Source: an optimization exercise on an open RTL-to-GDS flow (aim: small area). Production flows keep margins and buffers that such runs may drop.
Function was checked by simulation only, so behaviour that the tests miss may differ from the original.
Power is estimated from default activity; no workload was simulated.

File: design/flow/config.mk
export PLATFORM = sky130hd
export DESIGN_NAME = isb_top
export DESIGN_NICKNAME = isb_top
export VERILOG_FILES = /design/flow/design.v
export SDC_FILE = /design/flow/constraint.sdc
export NUM_CORES = 4
export LEC_CHECK = 0
export CAP_MARGIN = 20
export CORE_MARGIN = 2
export CORE_UTILIZATION = 40
export SLEW_MARGIN = 20
File: design/flow/constraint.sdc
create_clock -name core_clock -period 10.0 [get_ports {clk}]
set_input_delay 2.0000 -clock core_clock [delete_from_list [all_inputs] [get_ports {clk}]]
set_output_delay 2.0000 -clock core_clock [all_outputs]
set_load 0.01 [all_outputs]
File: design/flow/design.v
`default_nettype none
package isb_pkg;
    localparam int TU_ENTRIES = 4;
    localparam int TU_IDX_W = 2;
    localparam int PS_ENTRIES = 32;
    localparam int PS_IDX_W = 5;
    localparam int SP_ENTRIES = 8;
    localparam int SP_SLOTS = 4;
    localparam int SP_IDX_W = 3;
    localparam int SLOT_W = 2;
    localparam int SA_SPACE = 32;
    localparam int STREAM_CHUNK = 16;
    localparam int CONF_MAX = 3;
    typedef logic [15:0] pc_t;
    typedef logic [15:0] paddr_t;
    typedef logic [5:0] saddr_t;
    typedef logic [1:0] conf_t;
    typedef struct packed {
        logic   valid;
        paddr_t tag;
        saddr_t sa;
        conf_t  conf;
    } ps_entry_t;
endpackage
`default_nettype wire
`default_nettype none
module training_unit (
    input  logic           clk,
    input  logic           rst_i,
    input  logic           access_v_i,
    input  isb_pkg::pc_t   access_pc_i,
    input  isb_pkg::paddr_t access_addr_i,
    output logic           tu_hit_o,
    output isb_pkg::paddr_t tu_last_o
);
    logic [isb_pkg::TU_ENTRIES-1:0] tu_valid;
    isb_pkg::pc_t                   tu_pc [isb_pkg::TU_ENTRIES];
    isb_pkg::paddr_t                tu_last [isb_pkg::TU_ENTRIES];
    logic [isb_pkg::TU_IDX_W-1:0] lru_order [isb_pkg::TU_ENTRIES];
    logic                hit;
    logic [isb_pkg::TU_IDX_W-1:0] hit_idx;
    logic [isb_pkg::TU_IDX_W-1:0] use_idx;
    logic [isb_pkg::TU_IDX_W-1:0] use_pos;
    always_comb begin
        hit = 1'b0;
        hit_idx = '0;
        for (int i = 0; i < isb_pkg::TU_ENTRIES; i++) begin
            if (tu_valid[i] && tu_pc[i] == access_pc_i) begin
                hit = 1'b1;
                hit_idx = (isb_pkg::TU_IDX_W)'(i);
            end
        end
    end
    always_comb begin
        use_idx = hit ? hit_idx : lru_order[0];
        use_pos = '0;
        for (int i = 0; i < isb_pkg::TU_ENTRIES; i++) begin
            if (lru_order[i] == use_idx) begin
                use_pos = (isb_pkg::TU_IDX_W)'(i);
            end
        end
    end
    assign tu_hit_o = hit;
    assign tu_last_o = tu_last[hit_idx];
    always_ff @(posedge clk) begin
        if (rst_i) begin
            tu_valid <= '0;
            for (int i = 0; i < isb_pkg::TU_ENTRIES; i++) begin
                lru_order[i] <= (isb_pkg::TU_IDX_W)'(i);
            end
        end else if (access_v_i) begin
            tu_valid[use_idx] <= 1'b1;
            for (int i = 0; i < isb_pkg::TU_ENTRIES - 1; i++) begin
                if (i >= use_pos) begin
                    lru_order[i] <= lru_order[i+1];
                end
            end
            lru_order[isb_pkg::TU_ENTRIES-1] <= use_idx;
        end
    end
    always_ff @(posedge clk) begin
        if (access_v_i) begin
            tu_pc[use_idx] <= access_pc_i;
            tu_last[use_idx] <= access_addr_i;
        end
    end
endmodule
`default_nettype wire
`default_nettype none
module ps_amc (
    input  logic            clk,
    input  logic            rst_i,
    input  isb_pkg::paddr_t rd_a_addr_i,
    input  isb_pkg::paddr_t rd_b_addr_i,
    output logic            rd_a_hit_o,
    output logic            rd_b_hit_o,
    output isb_pkg::saddr_t rd_a_sa_o,
    output isb_pkg::saddr_t rd_b_sa_o,
    output isb_pkg::conf_t  rd_b_conf_o,
    input  logic            wr_a_i,
    input  logic            wr_b_i,
    input  isb_pkg::paddr_t wr_a_addr_i,
    input  isb_pkg::paddr_t wr_b_addr_i,
    input  isb_pkg::saddr_t wr_a_sa_i,
    input  isb_pkg::saddr_t wr_b_sa_i,
    input  isb_pkg::conf_t  wr_b_conf_i
);
    logic [isb_pkg::PS_ENTRIES-1:0] ps_valid;
    isb_pkg::paddr_t                ps_tag [isb_pkg::PS_ENTRIES];
    isb_pkg::saddr_t                ps_sa [isb_pkg::PS_ENTRIES];
    isb_pkg::conf_t                 ps_conf [isb_pkg::PS_ENTRIES];
    logic [isb_pkg::PS_IDX_W-1:0] idx_a;
    logic [isb_pkg::PS_IDX_W-1:0] idx_b;
    logic [isb_pkg::PS_IDX_W-1:0] wr_idx_a;
    logic [isb_pkg::PS_IDX_W-1:0] wr_idx_b;
    assign idx_a = rd_a_addr_i[isb_pkg::PS_IDX_W-1:0];
    assign idx_b = rd_b_addr_i[isb_pkg::PS_IDX_W-1:0];
    assign wr_idx_a = wr_a_addr_i[isb_pkg::PS_IDX_W-1:0];
    assign wr_idx_b = wr_b_addr_i[isb_pkg::PS_IDX_W-1:0];
    assign rd_a_hit_o = ps_valid[idx_a] && ps_tag[idx_a] == rd_a_addr_i;
    assign rd_b_hit_o = ps_valid[idx_b] && ps_tag[idx_b] == rd_b_addr_i;
    assign rd_a_sa_o = ps_sa[idx_a];
    assign rd_b_sa_o = ps_sa[idx_b];
    assign rd_b_conf_o = ps_conf[idx_b];
    always_ff @(posedge clk) begin
        if (rst_i) begin
            ps_valid <= '0;
        end else begin
            if (wr_a_i) begin
                ps_valid[wr_idx_a] <= 1'b1;
            end
            if (wr_b_i) begin
                ps_valid[wr_idx_b] <= 1'b1;
            end
        end
    end
    always_ff @(posedge clk) begin
        if (!rst_i) begin
            if (wr_a_i) begin
                ps_tag[wr_idx_a] <= wr_a_addr_i;
                ps_sa[wr_idx_a] <= wr_a_sa_i;
                ps_conf[wr_idx_a] <= 2'(isb_pkg::CONF_MAX);
            end
            if (wr_b_i) begin
                ps_tag[wr_idx_b] <= wr_b_addr_i;
                ps_sa[wr_idx_b] <= wr_b_sa_i;
                ps_conf[wr_idx_b] <= wr_b_conf_i;
            end
        end
    end
endmodule
`default_nettype wire
`default_nettype none
module sp_amc (
    input  logic            clk,
    input  logic            rst_i,
    input  logic            wr0_i,
    input  logic            wr1_i,
    input  isb_pkg::saddr_t wr0_sa_i,
    input  isb_pkg::saddr_t wr1_sa_i,
    input  isb_pkg::paddr_t wr0_pa_i,
    input  isb_pkg::paddr_t wr1_pa_i,
    input  isb_pkg::saddr_t rd_sa_i,
    output logic            rd_v_o,
    output isb_pkg::paddr_t rd_pa_o
);
    localparam int SA_W = 6;
    localparam int BLK_W = SA_W - isb_pkg::SLOT_W;
    localparam int NSLOT = isb_pkg::SP_ENTRIES * isb_pkg::SP_SLOTS;
    logic [NSLOT-1:0]  sp_valid;
    logic [BLK_W-1:0]  sp_tag [isb_pkg::SP_ENTRIES];
    isb_pkg::paddr_t   sp_pa [NSLOT];
    logic [NSLOT-1:0]  v_mid;
    logic [NSLOT-1:0]  nxt_valid;
    logic [BLK_W-1:0]  tag_mid [isb_pkg::SP_ENTRIES];
    logic [BLK_W-1:0]  nxt_tag [isb_pkg::SP_ENTRIES];
    logic [isb_pkg::SP_IDX_W-1:0] idx0;
    logic [isb_pkg::SP_IDX_W-1:0] idx1;
    logic [isb_pkg::SP_IDX_W-1:0] rd_idx;
    assign idx0 = wr0_sa_i[isb_pkg::SP_IDX_W+isb_pkg::SLOT_W-1:isb_pkg::SLOT_W];
    assign idx1 = wr1_sa_i[isb_pkg::SP_IDX_W+isb_pkg::SLOT_W-1:isb_pkg::SLOT_W];
    assign rd_idx = rd_sa_i[isb_pkg::SP_IDX_W+isb_pkg::SLOT_W-1:isb_pkg::SLOT_W];
    always_comb begin
        v_mid = sp_valid;
        for (int e = 0; e < isb_pkg::SP_ENTRIES; e++) begin
            tag_mid[e] = sp_tag[e];
            if (wr0_i && idx0 == e) begin
                if (sp_valid[e*isb_pkg::SP_SLOTS +: isb_pkg::SP_SLOTS] == '0
                        || sp_tag[e] != wr0_sa_i[SA_W-1:isb_pkg::SLOT_W]) begin
                    v_mid[e*isb_pkg::SP_SLOTS +: isb_pkg::SP_SLOTS] = '0;
                    tag_mid[e] = wr0_sa_i[SA_W-1:isb_pkg::SLOT_W];
                end
                for (int s = 0; s < isb_pkg::SP_SLOTS; s++) begin
                    if (wr0_sa_i[isb_pkg::SLOT_W-1:0] == s) begin
                        v_mid[e*isb_pkg::SP_SLOTS+s] = 1'b1;
                    end
                end
            end
        end
        nxt_valid = v_mid;
        for (int e = 0; e < isb_pkg::SP_ENTRIES; e++) begin
            nxt_tag[e] = tag_mid[e];
            if (wr1_i && idx1 == e) begin
                if (v_mid[e*isb_pkg::SP_SLOTS +: isb_pkg::SP_SLOTS] == '0
                        || tag_mid[e] != wr1_sa_i[SA_W-1:isb_pkg::SLOT_W]) begin
                    nxt_valid[e*isb_pkg::SP_SLOTS +: isb_pkg::SP_SLOTS] = '0;
                    nxt_tag[e] = wr1_sa_i[SA_W-1:isb_pkg::SLOT_W];
                end
                for (int s = 0; s < isb_pkg::SP_SLOTS; s++) begin
                    if (wr1_sa_i[isb_pkg::SLOT_W-1:0] == s) begin
                        nxt_valid[e*isb_pkg::SP_SLOTS+s] = 1'b1;
                    end
                end
            end
        end
    end
    always_ff @(posedge clk) begin
        if (rst_i) begin
            sp_valid <= '0;
        end else begin
            sp_valid <= nxt_valid;
        end
    end
    always_ff @(posedge clk) begin
        for (int e = 0; e < isb_pkg::SP_ENTRIES; e++) begin
            sp_tag[e] <= nxt_tag[e];
        end
        if (wr0_i) begin
            sp_pa[wr0_sa_i[isb_pkg::SP_IDX_W+isb_pkg::SLOT_W-1:0]] <= wr0_pa_i;
        end
        if (wr1_i) begin
            sp_pa[wr1_sa_i[isb_pkg::SP_IDX_W+isb_pkg::SLOT_W-1:0]] <= wr1_pa_i;
        end
    end
    assign rd_v_o = rd_sa_i < 6'(isb_pkg::SA_SPACE)
                    && sp_valid[rd_sa_i[isb_pkg::SP_IDX_W+isb_pkg::SLOT_W-1:0]]
                    && sp_tag[rd_idx] == rd_sa_i[SA_W-1:isb_pkg::SLOT_W];
    assign rd_pa_o = sp_pa[rd_sa_i[isb_pkg::SP_IDX_W+isb_pkg::SLOT_W-1:0]];
endmodule
`default_nettype wire
`default_nettype none
module isb_trainer (
    input  logic            clk,
    input  logic            rst_i,
    input  logic            access_v_i,
    input  logic            tu_hit_i,
    input  isb_pkg::paddr_t tu_last_i,
    input  isb_pkg::paddr_t access_addr_i,
    input  logic            a_hit_i,
    input  logic            b_hit_i,
    input  isb_pkg::saddr_t a_sa_i,
    input  isb_pkg::saddr_t b_sa_i,
    input  isb_pkg::conf_t  b_conf_i,
    output logic            ps_wr_a_o,
    output logic            ps_wr_b_o,
    output isb_pkg::paddr_t ps_wr_a_addr_o,
    output isb_pkg::paddr_t ps_wr_b_addr_o,
    output isb_pkg::saddr_t ps_wr_a_sa_o,
    output isb_pkg::saddr_t ps_wr_b_sa_o,
    output isb_pkg::conf_t  ps_wr_b_conf_o,
    output logic            sp_wr0_o,
    output logic            sp_wr1_o,
    output isb_pkg::saddr_t sp_wr0_sa_o,
    output isb_pkg::saddr_t sp_wr1_sa_o,
    output isb_pkg::paddr_t sp_wr0_pa_o,
    output isb_pkg::paddr_t sp_wr1_pa_o
);
    isb_pkg::saddr_t next_sa;
    isb_pkg::saddr_t a_succ;
    isb_pkg::saddr_t b_tgt;
    isb_pkg::conf_t  b_conf_new;
    logic   train;
    logic   do_alloc;
    logic   map_b_req;
    logic   ctr_b;
    logic   map_a;
    logic   map_b;
    assign train = access_v_i && tu_hit_i && tu_last_i != access_addr_i;
    assign a_succ = a_sa_i + 1'b1;
    always_comb begin
        do_alloc = 1'b0;
        map_b_req = 1'b0;
        ctr_b = 1'b0;
        b_tgt = a_succ;
        b_conf_new = b_conf_i;
        if (train) begin
            case ({a_hit_i, b_hit_i})
                2'b00: begin
                    do_alloc = 1'b1;
                    map_b_req = 1'b1;
                    b_tgt = next_sa + 1'b1;
                end
                2'b01: begin
                    do_alloc = 1'b1;
                    if (b_conf_i == 2'(1)) begin
                        map_b_req = 1'b1;
                        b_tgt = next_sa + 1'b1;
                    end else begin
                        ctr_b = 1'b1;
                        b_conf_new = b_conf_i - 1'b1;
                    end
                end
                2'b10: begin
                    map_b_req = 1'b1;
                end
                default: begin
                    if (b_sa_i == a_succ) begin
                        ctr_b = 1'b1;
                        if (b_conf_i != 2'(isb_pkg::CONF_MAX)) begin
                            b_conf_new = b_conf_i + 1'b1;
                        end
                    end else if (b_conf_i == 2'(1)) begin
                        map_b_req = 1'b1;
                    end else begin
                        ctr_b = 1'b1;
                        b_conf_new = b_conf_i - 1'b1;
                    end
                end
            endcase
        end
    end
    assign map_a = do_alloc && next_sa < isb_pkg::SA_SPACE;
    assign map_b = map_b_req && b_tgt < isb_pkg::SA_SPACE;
    assign ps_wr_a_o = map_a;
    assign ps_wr_a_addr_o = tu_last_i;
    assign ps_wr_a_sa_o = next_sa;
    assign ps_wr_b_o = map_b || ctr_b;
    assign ps_wr_b_addr_o = access_addr_i;
    assign ps_wr_b_sa_o = map_b ? b_tgt : b_sa_i;
    assign ps_wr_b_conf_o = map_b ? 2'(isb_pkg::CONF_MAX) : b_conf_new;
    assign sp_wr0_o = map_a;
    assign sp_wr0_sa_o = next_sa;
    assign sp_wr0_pa_o = tu_last_i;
    assign sp_wr1_o = map_b;
    assign sp_wr1_sa_o = b_tgt;
    assign sp_wr1_pa_o = access_addr_i;
    always_ff @(posedge clk) begin
        if (rst_i) begin
            next_sa <= '0;
        end else if (do_alloc) begin
            if (next_sa >= isb_pkg::SA_SPACE - isb_pkg::STREAM_CHUNK) begin
                next_sa <= 6'(isb_pkg::SA_SPACE);
            end else begin
                next_sa <= next_sa + 6'(isb_pkg::STREAM_CHUNK);
            end
        end
    end
endmodule
`default_nettype wire
`default_nettype none
module stream_predictor (
    input  logic            clk,
    input  logic            rst_i,
    input  logic            access_v_i,
    input  logic            b_hit_i,
    input  isb_pkg::saddr_t b_sa_i,
    output isb_pkg::saddr_t sp_rd_sa_o,
    input  logic            sp_rd_v_i,
    input  isb_pkg::paddr_t sp_rd_pa_i,
    output logic            prefetch_v_o,
    output isb_pkg::paddr_t prefetch_addr_o
);
    logic fire;
    assign sp_rd_sa_o = b_sa_i + 1'b1;
    assign fire = access_v_i && b_hit_i && sp_rd_v_i;
    always_ff @(posedge clk) begin
        if (rst_i) begin
            prefetch_v_o <= 1'b0;
        end else begin
            prefetch_v_o <= fire;
        end
    end
    always_ff @(posedge clk) begin
        if (fire) begin
            prefetch_addr_o <= sp_rd_pa_i;
        end
    end
endmodule
`default_nettype wire
`default_nettype none
module isb_top (
    input  logic            clk,
    input  logic            rst_i,
    input  logic            access_v_i,
    input  isb_pkg::pc_t    access_pc_i,
    input  isb_pkg::paddr_t access_addr_i,
    output logic            prefetch_v_o,
    output isb_pkg::paddr_t prefetch_addr_o
);
    logic   tu_hit;
    isb_pkg::paddr_t tu_last;
    logic   a_hit;
    logic   b_hit;
    isb_pkg::saddr_t a_sa;
    isb_pkg::saddr_t b_sa;
    isb_pkg::conf_t  b_conf;
    logic   ps_wr_a;
    logic   ps_wr_b;
    isb_pkg::paddr_t ps_wr_a_addr;
    isb_pkg::paddr_t ps_wr_b_addr;
    isb_pkg::saddr_t ps_wr_a_sa;
    isb_pkg::saddr_t ps_wr_b_sa;
    isb_pkg::conf_t  ps_wr_b_conf;
    logic   sp_wr0;
    logic   sp_wr1;
    isb_pkg::saddr_t sp_wr0_sa;
    isb_pkg::saddr_t sp_wr1_sa;
    isb_pkg::paddr_t sp_wr0_pa;
    isb_pkg::paddr_t sp_wr1_pa;
    isb_pkg::saddr_t sp_rd_sa;
    logic   sp_rd_v;
    isb_pkg::paddr_t sp_rd_pa;
    training_unit u_tu (
        .clk          (clk),
        .rst_i        (rst_i),
        .access_v_i   (access_v_i),
        .access_pc_i  (access_pc_i),
        .access_addr_i(access_addr_i),
        .tu_hit_o     (tu_hit),
        .tu_last_o    (tu_last)
    );
    ps_amc u_ps (
        .clk        (clk),
        .rst_i      (rst_i),
        .rd_a_addr_i(tu_last),
        .rd_b_addr_i(access_addr_i),
        .rd_a_hit_o (a_hit),
        .rd_b_hit_o (b_hit),
        .rd_a_sa_o  (a_sa),
        .rd_b_sa_o  (b_sa),
        .rd_b_conf_o(b_conf),
        .wr_a_i     (ps_wr_a),
        .wr_b_i     (ps_wr_b),
        .wr_a_addr_i(ps_wr_a_addr),
        .wr_b_addr_i(ps_wr_b_addr),
        .wr_a_sa_i  (ps_wr_a_sa),
        .wr_b_sa_i  (ps_wr_b_sa),
        .wr_b_conf_i(ps_wr_b_conf)
    );
    sp_amc u_sp (
        .clk     (clk),
        .rst_i   (rst_i),
        .wr0_i   (sp_wr0),
        .wr1_i   (sp_wr1),
        .wr0_sa_i(sp_wr0_sa),
        .wr1_sa_i(sp_wr1_sa),
        .wr0_pa_i(sp_wr0_pa),
        .wr1_pa_i(sp_wr1_pa),
        .rd_sa_i (sp_rd_sa),
        .rd_v_o  (sp_rd_v),
        .rd_pa_o (sp_rd_pa)
    );
    isb_trainer u_trainer (
        .clk           (clk),
        .rst_i         (rst_i),
        .access_v_i    (access_v_i),
        .tu_hit_i      (tu_hit),
        .tu_last_i     (tu_last),
        .access_addr_i (access_addr_i),
        .a_hit_i       (a_hit),
        .b_hit_i       (b_hit),
        .a_sa_i        (a_sa),
        .b_sa_i        (b_sa),
        .b_conf_i      (b_conf),
        .ps_wr_a_o     (ps_wr_a),
        .ps_wr_b_o     (ps_wr_b),
        .ps_wr_a_addr_o(ps_wr_a_addr),
        .ps_wr_b_addr_o(ps_wr_b_addr),
        .ps_wr_a_sa_o  (ps_wr_a_sa),
        .ps_wr_b_sa_o  (ps_wr_b_sa),
        .ps_wr_b_conf_o(ps_wr_b_conf),
        .sp_wr0_o      (sp_wr0),
        .sp_wr1_o      (sp_wr1),
        .sp_wr0_sa_o   (sp_wr0_sa),
        .sp_wr1_sa_o   (sp_wr1_sa),
        .sp_wr0_pa_o   (sp_wr0_pa),
        .sp_wr1_pa_o   (sp_wr1_pa)
    );
    stream_predictor u_pred (
        .clk            (clk),
        .rst_i          (rst_i),
        .access_v_i     (access_v_i),
        .b_hit_i        (b_hit),
        .b_sa_i         (b_sa),
        .sp_rd_sa_o     (sp_rd_sa),
        .sp_rd_v_i      (sp_rd_v),
        .sp_rd_pa_i     (sp_rd_pa),
        .prefetch_v_o   (prefetch_v_o),
        .prefetch_addr_o(prefetch_addr_o)
    );
endmodule
`default_nettype wire
File: design/flow/run.sh
#!/bin/bash
# synth_recipe.tcl (not shown) runs the flow's synth.tcl, then flattens the netlist and writes it again
# the make line also repeats each setting of config.mk as NAME=value (left out here)
make -C /OpenROAD-flow-scripts/flow DESIGN_CONFIG=/design/flow/config.mk WORK_HOME=/design/flow/orfs CLKGATE_MAP_FILE= SYNTH_SCRIPT=/design/flow/synth_recipe.tcl finish
==> run summary <==
-- cell families after synthesis --
group / count (synthesis) / synth area share
compound gates: 1136 / 0.0862
xor+xnor: 163 / 0.0176
mux: 1171 / 0.209
buf+inv: 744 / 0.0431
fa+ha+maj: 17 / 0.00258
simple gates: 1652 / 0.0938
flops: 1535 / 0.548
-- sequential cells by signal, summed over array words and instances (netlist names) --
register and flops:
u_sp.sp_tag 32, u_trainer.next_sa 2, u_sp.sp_pa 512, u_sp.sp_valid 32, u_tu.tu_pc 64, u_tu.tu_valid 4
u_pred.prefetch_v_o 1, u_tu.lru_order 8, u_ps.ps_tag 512, u_ps.ps_sa 192, u_ps.ps_conf 64, u_pred.prefetch_addr_o 16
u_tu.tu_last 64, u_ps.ps_valid 32
-- routing by layer --
metal / wire length (µm) / global-route usage / part of all wire
met5: 163 / 0 / 0.00049
met1: 127000 / 0.413 / 0.39
met3: 38600 / 0.0851 / 0.12
met4: 15800 / 0.128 / 0.048
met2: 148000 / 0.472 / 0.45
-- power by group --
group | switching (mW) | internal (mW)
sequential | 0.0165 | 7.13
combinational | 1.85 | 1.06
clock | 2.87 | 3.58
-- worst register-to-register path: stages, from the launching register on --
cell	delay [ns]
sky130_fd_sc_hd__edfxtp_1	0.38
sky130_fd_sc_hd__xnor2_1	0.36
sky130_fd_sc_hd__nand4_1	0.24
sky130_fd_sc_hd__nor4_2	0.46
sky130_fd_sc_hd__nand2_1	0.29
sky130_fd_sc_hd__mux2_2	0.64
sky130_fd_sc_hd__nand4_1	0.82
sky130_fd_sc_hd__nor2_1	0.99
sky130_fd_sc_hd__buf_4	0.26
sky130_fd_sc_hd__a22oi_1	0.06
sky130_fd_sc_hd__nand4_1	0.16
sky130_fd_sc_hd__nor3_1	0.08
sky130_fd_sc_hd__buf_4	0.15
sky130_fd_sc_hd__xnor2_1	0.12
sky130_fd_sc_hd__or4_4	0.58
sky130_fd_sc_hd__nor4_4	0.51
sky130_fd_sc_hd__buf_4	0.22
sky130_fd_sc_hd__a31oi_4	0.10
sky130_fd_sc_hd__nor2_1	0.17
sky130_fd_sc_hd__o211a_2	0.29
sky130_fd_sc_hd__buf_12	0.27
sky130_fd_sc_hd__and3_1	0.40
sky130_fd_sc_hd__buf_12	0.16
sky130_fd_sc_hd__mux2_2	0.34
-- how the worst max path moves through the flow --
stage	start	endpoint	slack, ns	cells after the start
2_1_floorplan	access_pc_i[15]	u_ps.ps_conf[29][0]	0.98	31
3_3_place_gp	access_pc_i[5]	u_ps.ps_tag[14][15]	-0.24	24
3_5_place_dp	access_pc_i[5]	u_ps.ps_tag[9][8]	-0.26	24
4_1_cts	access_pc_i[5]	u_ps.ps_tag[9][8]	0.60	24
5_1_grt	access_pc_i[3]	u_sp.sp_valid[11]	0.14	28
6_report	access_pc_i[14]	u_ps.ps_tag[26][10]	0.27	24
-- cell type report --
cell class / count / area (µm²)
Tap cell: 2688 / 3360
Clock inverter: 95 / 1100
Multi-Input combinational cell: 4139 / 34500
Fill cell: 17900 / 108000
Inverter: 49 / 201
Antenna cell: 9 / 22.5
Sequential cell: 1535 / 45100
Timing Repair Buffer: 780 / 7870
Clock buffer: 219 / 4520
-- cell usage after synthesis, types with 19 or more instances --
cell type                  instances  area (µm²)
sky130_fd_sc_hd__nor3_1           40         200
sky130_fd_sc_hd__nor2_1          623        2340
sky130_fd_sc_hd__o211ai_1         19         143
sky130_fd_sc_hd__edfxtp_1       1440       43200
sky130_fd_sc_hd__o21ai_0         150         751
sky130_fd_sc_hd__nor4_1           33         206
sky130_fd_sc_hd__nand2_1         420        1580
sky130_fd_sc_hd__mux4_2          371        8360
sky130_fd_sc_hd__nand3_1         142         711
sky130_fd_sc_hd__mux2_4           24         360
sky130_fd_sc_hd__a31oi_1          68         425
sky130_fd_sc_hd__a22oi_1         112         841
sky130_fd_sc_hd__o22ai_1          76         475
sky130_fd_sc_hd__nand2b_1         70         438
sky130_fd_sc_hd__a211oi_1        122         916
sky130_fd_sc_hd__buf_2           161         806
sky130_fd_sc_hd__dfxtp_1          95        1900
sky130_fd_sc_hd__nand4_1          48         300
sky130_fd_sc_hd__inv_1            40         150
sky130_fd_sc_hd__buf_4            43         323
sky130_fd_sc_hd__xor2_1           73         639
sky130_fd_sc_hd__and3_1          137         857
sky130_fd_sc_hd__xnor2_1          88         771
sky130_fd_sc_hd__buf_1            61         229
sky130_fd_sc_hd__mux2_1           95        1070
sky130_fd_sc_hd__mux2_2          472        5320
sky130_fd_sc_hd__buf_6            42         473
sky130_fd_sc_hd__a21oi_1         432        2160
sky130_fd_sc_hd__clkbuf_1        382        1430
sky130_fd_sc_hd__or3_1            23         144
sky130_fd_sc_hd__mux2i_1         207        2070
==> run summary <==
The run finished with no timing, DRC or antenna violations. The count of buffer and inverter cells on the critical path came out at 6. Dividing total power by cell area gives a power density of around 170 nW/µm².

The total of cells resized after clock tree synthesis is 0. The final antenna-violating net count is 0. In the final routed layout, each cell accounts on average for 34.6 µm. Using the TritonRoute via totals, the vias-per-cell ratio works out to 6.49.

The commonest non-fill, non-tap cell in the layout is sky130_fd_sc_hd__edfxtp_1. Traced cell by cell, the critical path runs through clkdlybuf4s50_1 > xnor2_1 > nand4_1 > nor4_2 > nand2_1 > mux2_2 > nand4_1 > nor2_1 > buf_4 > a22oi_1 > nand4_1 > nor3_1 > buf_4 > xnor2_1 > or4_4 > nor4_4 > buf_4 > a31oi_4 > nor2_1 > o211a_2 > buf_12 > and3_1 > buf_12 > mux2_2. The clock network latency to the later pin of the worst-skew pair came out at roughly 0.87 ns. Across every metal layer, demand over resource in global routing totals 0.308. The endpoint of the worst hold-timing path is u_tu.tu_valid[0].

The die footprint is about 210000 µm². After clock tree synthesis, the clock-pin slew on the worst setup and hold paths is about 0.06 ns. The number of max-capacitance violations reported is 0.

The delay contributed by the slowest stage of the critical path came out at around 0.98 ns. At the pin with the least slew margin, the transition time is between 1 and 1.5 ns. The achievable clock frequency is about 0.1 GHz.

The portion of the clock cycle consumed by the worst path in the final layout is 0.973. The critical path is of the input pin to register type. The flip-flop and latch count after synthesis is 1535. In this run the count of I/O pins placed on the die edge is between 50 and 60. The via count of the first global-routing pass is 59300. For this run, the detailed router's first-pass iteration total came to 6. The min-delay analysis places its worst path in the category register to register. The overall die height is around 460 µm. The total number of yosys warnings is 9. In the routed design, unresolved DRC markers number 0. Hold is met by roughly 0.48 ns. The first global-routing pass estimated 461000 µm of wire. The number of cell instances on the worst register-to-register path came out at 23.

The final count of pins violating max slew is 0. The count of buffers added by post-CTS timing repair for setup came out at 0. The number of sinks driven by the clock tree is between 1500 and 2000. The number of antenna violations at the first check in global routing came out at 24.

The source of the worst hold timing path is u_tu.tu_valid[0]. For this configuration, the core starts out at a cell density of 0.403. The worst hold path cell count is 2. The static leakage is around 34 nW.

The routed design has roughly 330000 µm of wire. The worst register-to-register path begins at u_tu.tu_pc[3][5]. The shortest clock period the worst path allows after layout came out at just under 10 ns. The slowest stage of the critical path is the sky130_fd_sc_hd__nor2_1 cell. In the synthesized netlist the dominant register cell turns out to be sky130_fd_sc_hd__edfxtp_1.

The final-layout setup total negative slack is 0 ns. The total core area came out at 205000 µm². The post-layout worst setup margin came out at ~0.27 ns. The post-synthesis sequential area ratio came out at 0.548. The vias after detailed routing is slightly above 60000. After legalization and detailed placement, the total HPWL measured about 230000 µm. The async set-reset flop share out of synthesis came out at 0. The endpoint identified for the worst register-to-register timing path is u_ps.ps_tag[26][10]. The total setup violations reported at the end of the flow is 0.

Clock tree synthesis selected as its root buffer the cell sky130_fd_sc_hd__clkbuf_16. The number of nets in the synthesized netlist is approximately 6500. STA puts the critical path data required time at approximately 11 ns. The number of enable-type register cells in the synthesized netlist is 1440. The critical path data arrival time came out at roughly 10 ns. The category of the worst setup path capture point is a register. In the layout the commonest cells are sky130_fd_sc_hd__edfxtp_1 (1440), sky130_fd_sc_hd__nor2_1 (602), sky130_fd_sc_hd__buf_4 (586). The pin count of the biggest net entering global routing is 95. The H-tree generated during clock tree synthesis spans 4 levels. The clock buffer count from CTS came out at 172. The worst setup path is launched from an input pin.

The largest clock skew in the final design came out at ~0.045 ns. The number of cell rows came out at roughly 170. The largest vdd supply drop came out at 170 µV. The peak fanout along the critical path is 44.

The overall overflow remaining after global route is 0. Synthesis handed over a netlist of roughly 6400 instances. The synthesized area per cell is 12.8 µm². The count of endpoints failing hold in the final timing report was 0. During placement, the flow inserted port buffers numbering 51.

The die span in x is 458 µm. At the placement stage, the worst setup path has a slack of -0.262 ns. The total placed instance area is 91000 µm². The growth of design area from synthesis to finish came out at 17.4%.

The cts-stage hold buffer count came out at 0. The synthesized area is approximately 82000 µm². The cell family contributing the most delay on the critical path is simple AND/OR/NAND/NOR gates. The finished layout holds 9514 standard cells, fillers aside.

The post-layout instance area is approximately 97000 µm². The power consumption came out at 16.5 mW. The post-layout net count is 6729.

The number of placed instances with taps included came out at 9191. The starting DRC count in detailed routing is between 10000 and 15000. Setup repair after global routing left no endpoint under its margin. The number of buffers on the longest clock path is 3.

The distinct cell type count of the synthesized netlist is about 110. TritonCTS built the clock tree. The share of the core filled with cells in the final layout came out at 0.473. The final RePlAce weighted congestion came out at a little under 1. The reg2reg setup slack is between 1.5 and 2 ns.

The share of cells above drive strength 1 is 0.300. The worst pin sits at a relative slew slack of 0.183.

## afterwards: timing with drivers on the ports
The results above use ideal ports. As a check the final layout listed here was re-extracted and re-timed, cells and wires unchanged.
Step 1 (the two cells are an assumption about what drives the block):
set clk [get_ports {clk}]
set_driving_cell -lib_cell sky130_fd_sc_hd__clkbuf_16 $clk
set_driving_cell -lib_cell sky130_fd_sc_hd__buf_2 [delete_from_list [all_inputs] $clk]
Step 2 times the ports against the registers' clock, not the clock port: input delays grow and output delays shrink by t, the midpoint of the rising clock arrivals with the driver on.
Slacks: ideal ports / drivers / drivers and shift; pairs: ideal ports / drivers.
shift t [ns]: 0.936
slack for setup (ns): 0.275 / 0.343 / -0.594
hold WS [ns]: 0.475 / 0.475 / 0.475
With both steps, setup timing fails in this run, where it was met with ideal ports. For this run, drivers alone change the setup slack by +0.068 ns; drivers and shift together by -0.869 ns.
